This is an optimization exercise on Yosys and OpenROAD, whose aim is small area and a short achievable clock period, not a production implementation. In this exercise RTL edits were held to simulation tests only and were not proved equivalent to the original.

## PW
Design posit_unit, start of the top module:
module posit_unit (
    input  logic        clk,
    input  logic        rst_n,
    input  logic        in_valid,
    input  logic [1:0]  op,
    input  logic [15:0] a,
    input  logic [15:0] b,
    output logic        out_valid,
    output logic [15:0] result
);
    logic        sa, sb, sb_eff;
    logic [14:0] ma, mb;
    logic signed [5:0] ta, tb;
    logic [11:0] fa, fb;
    logic        ha, hb;
    logic        a_zero, b_zero, a_nar, b_nar;
    logic        nar_res, zero_res;
    assign sa = a[15];
    assign sb = b[15];
    assign ma = (a[14:0] ^ {15{sa}}) + 15'(sa);
    assign mb = (b[14:0] ^ {15{sb}}) + 15'(sb);
    assign sb_eff = sb ^ (op == 2'd1);
    posit_decode deca_i (.mag(ma), .te(ta), .frac(fa), .hid(ha));
    posit_decode decb_i (.mag(mb), .te(tb), .frac(fb), .hid(hb));
    logic [15:0] ds, dc;
    logic [3:0]  dqp, dqn;
    div_head #(.K(2)) div_head_i (
        .f1(fa), .f2(fb), .s_out(ds), .c_out(dc), .qpos(dqp), .qneg(dqn)
    );
    assign a_zero = (a == 16'h0000);
    assign b_zero = (b == 16'h0000);
    assign a_nar  = (a == 16'h8000);
    assign b_nar  = (b == 16'h8000);
    assign nar_res  = a_nar || b_nar || (op == 2'd3 && b_zero);
    assign zero_res = op[1] && (a_zero || (!op[0] && b_zero));
    logic        valid_q;
    logic        mul_q, div_q, swap_q;
    logic        sa_q, sb_q;
    logic signed [5:0] ta_q, tb_q;
    logic [11:0] fa_q, fb_q;
    logic        ha_q, hb_q;
    logic        nar_q, zero_q;
    logic [15:0] ds_q, dc_q;
    logic [3:0]  dqp_q, dqn_q;
    always_ff @(posedge clk) begin
        if (!rst_n) valid_q <= 1'b0;
        else        valid_q <= in_valid;
    end
    always_ff @(posedge clk) begin
        mul_q  <= (op == 2'd2);
        div_q  <= (op == 2'd3);
  ...
Size in the first run: about 110 flip-flops, about 54 I/O pins.
clock: 80.0 ns
lec_check: 0
abc_area: 1
cap_margin: 50
core_margin: 2
core_utilization: 60
gpl_timing_driven: 1
place_density: 0.75
slew_margin: 70
run.sh (not shown) runs the stock make flow with config.mk's settings and CLKGATE_MAP_FILE= SYNTH_SCRIPT=/design/flow/synth_recipe.tcl, a recipe that flattens the netlist after the stock synthesis.
What AL does differently from PW at the input level:
# PW
export LEC_CHECK = 0
export ABC_AREA = 1
export CAP_MARGIN = 50
export CORE_MARGIN = 2
export CORE_UTILIZATION = 60
export GPL_TIMING_DRIVEN = 1
export PLACE_DENSITY = 0.75
export SLEW_MARGIN = 70
create_clock -name core_clock -period 80.0 [get_ports {clk}]
# AL
export LEC_CHECK = 0
export ABC_AREA = 1
export CAP_MARGIN = 50
export CORE_MARGIN = 2
export CORE_UTILIZATION = 70
export GPL_TIMING_DRIVEN = 1
export SLEW_MARGIN = 70
create_clock -name core_clock -period 80.0 [get_ports {clk}]
--- outcome ---
AL gives less clock-buffer cell count than PW did.
Delta (AL minus PW): die area lower, remaining max-slew budget at the tightest pin lower, final worst slack higher, number of non-clock buffers in the layout lower.

Setup of the reference run:
Starting RTL as in the previous note.
make LEC_CHECK=0 ABC_AREA=1 CAP_MARGIN=70 CORE_MARGIN=2 CORE_UTILIZATION=55 GPL_TIMING_DRIVEN=1 SLEW_MARGIN=90 finish   # period 80.0 ns
The reference run did not finish: a tool error stopped it during detailed placement.
### the reference run -> the trial run
Settings: CORE_UTILIZATION: 55 -> 60; CAP_MARGIN: 70 -> 30; SLEW_MARGIN: 90 -> 50.
--- outcome ---
The trial run was carried through to the last stage, and its layout satisfied the timing, design-rule and antenna checks.
The trial run -> the reference run: area of the mapped netlist delta 0, exact match
The trial run — cell row count 4 lower, the reference run as reference
The trial run against the reference run: die boundary width -4.2%; placer's final routability congestion estimate went down by about 4.5%.

posit_unit again, from the RTL that the note above started with.
make LEC_CHECK=0 ABC_AREA=0 CAP_MARGIN=50 CORE_MARGIN=2 CORE_UTILIZATION=60 GPL_TIMING_DRIVEN=1 SLEW_MARGIN=70 finish   # period 80.0 ns
Next try:
- ABC_AREA: 0 -> 1
The changed run completed without violations.
Design area came out lower by a little under a tenth.
First-iteration DRC count came out lower by roughly a tenth.
Worst setup slack improved by 1200 ps.
Global-route usage came out higher by 0.47 points.
Sequential share of layout area came out higher by 0.68 points.
Flip-flop and latch count does not change.
Synthesized cell count came out higher by roughly a tenth.
Fmax came out higher by a few percent.
Wire length came out lower by a few percent.

==> afterwards: timing with drivers on the ports <==
No port has a modelled driver above. Below, the same layouts with a new extraction and two added sets of constraints.
Step 1 sets driving cells, clkbuf_16 on the clock port and buf_2 on the other inputs (assumed; they add their load-dependent delay and slew).
Step 2 times the ports against the registers' clock, not the clock port: input delays grow and output delays shrink by t, the midpoint of the rising clock arrivals with the driver on.
Three values: ideal ports, drivers, drivers and shift; two values: the first two.
run	t (ns)	setup WS [ns]	worst setup path after step 2	worst register clock-pin slew, ns	pins driven straight from the clock port
PW	0.443	54.827 / 54.845 / 54.402	input to register	0.09 / 0.09	1
AL	0.413	54.963 / 54.981 / 54.568	input to register	0.09 / 0.09	1
the trial run	0.430	53.411 / 53.411 / 53.411	register to register	0.09 / 0.09	1
the first run of note 3	0.430	53.791 / 53.814 / 53.384	input to register	0.09 / 0.09	1
the second run of note 3	0.436	54.947 / 54.970 / 54.533	input to register	0.10 / 0.10	1
After both steps every run listed still meets setup and hold. The setup slack of PW, which loses most, moves by +0.018 ns with the drivers and by -0.425 ns with both steps.
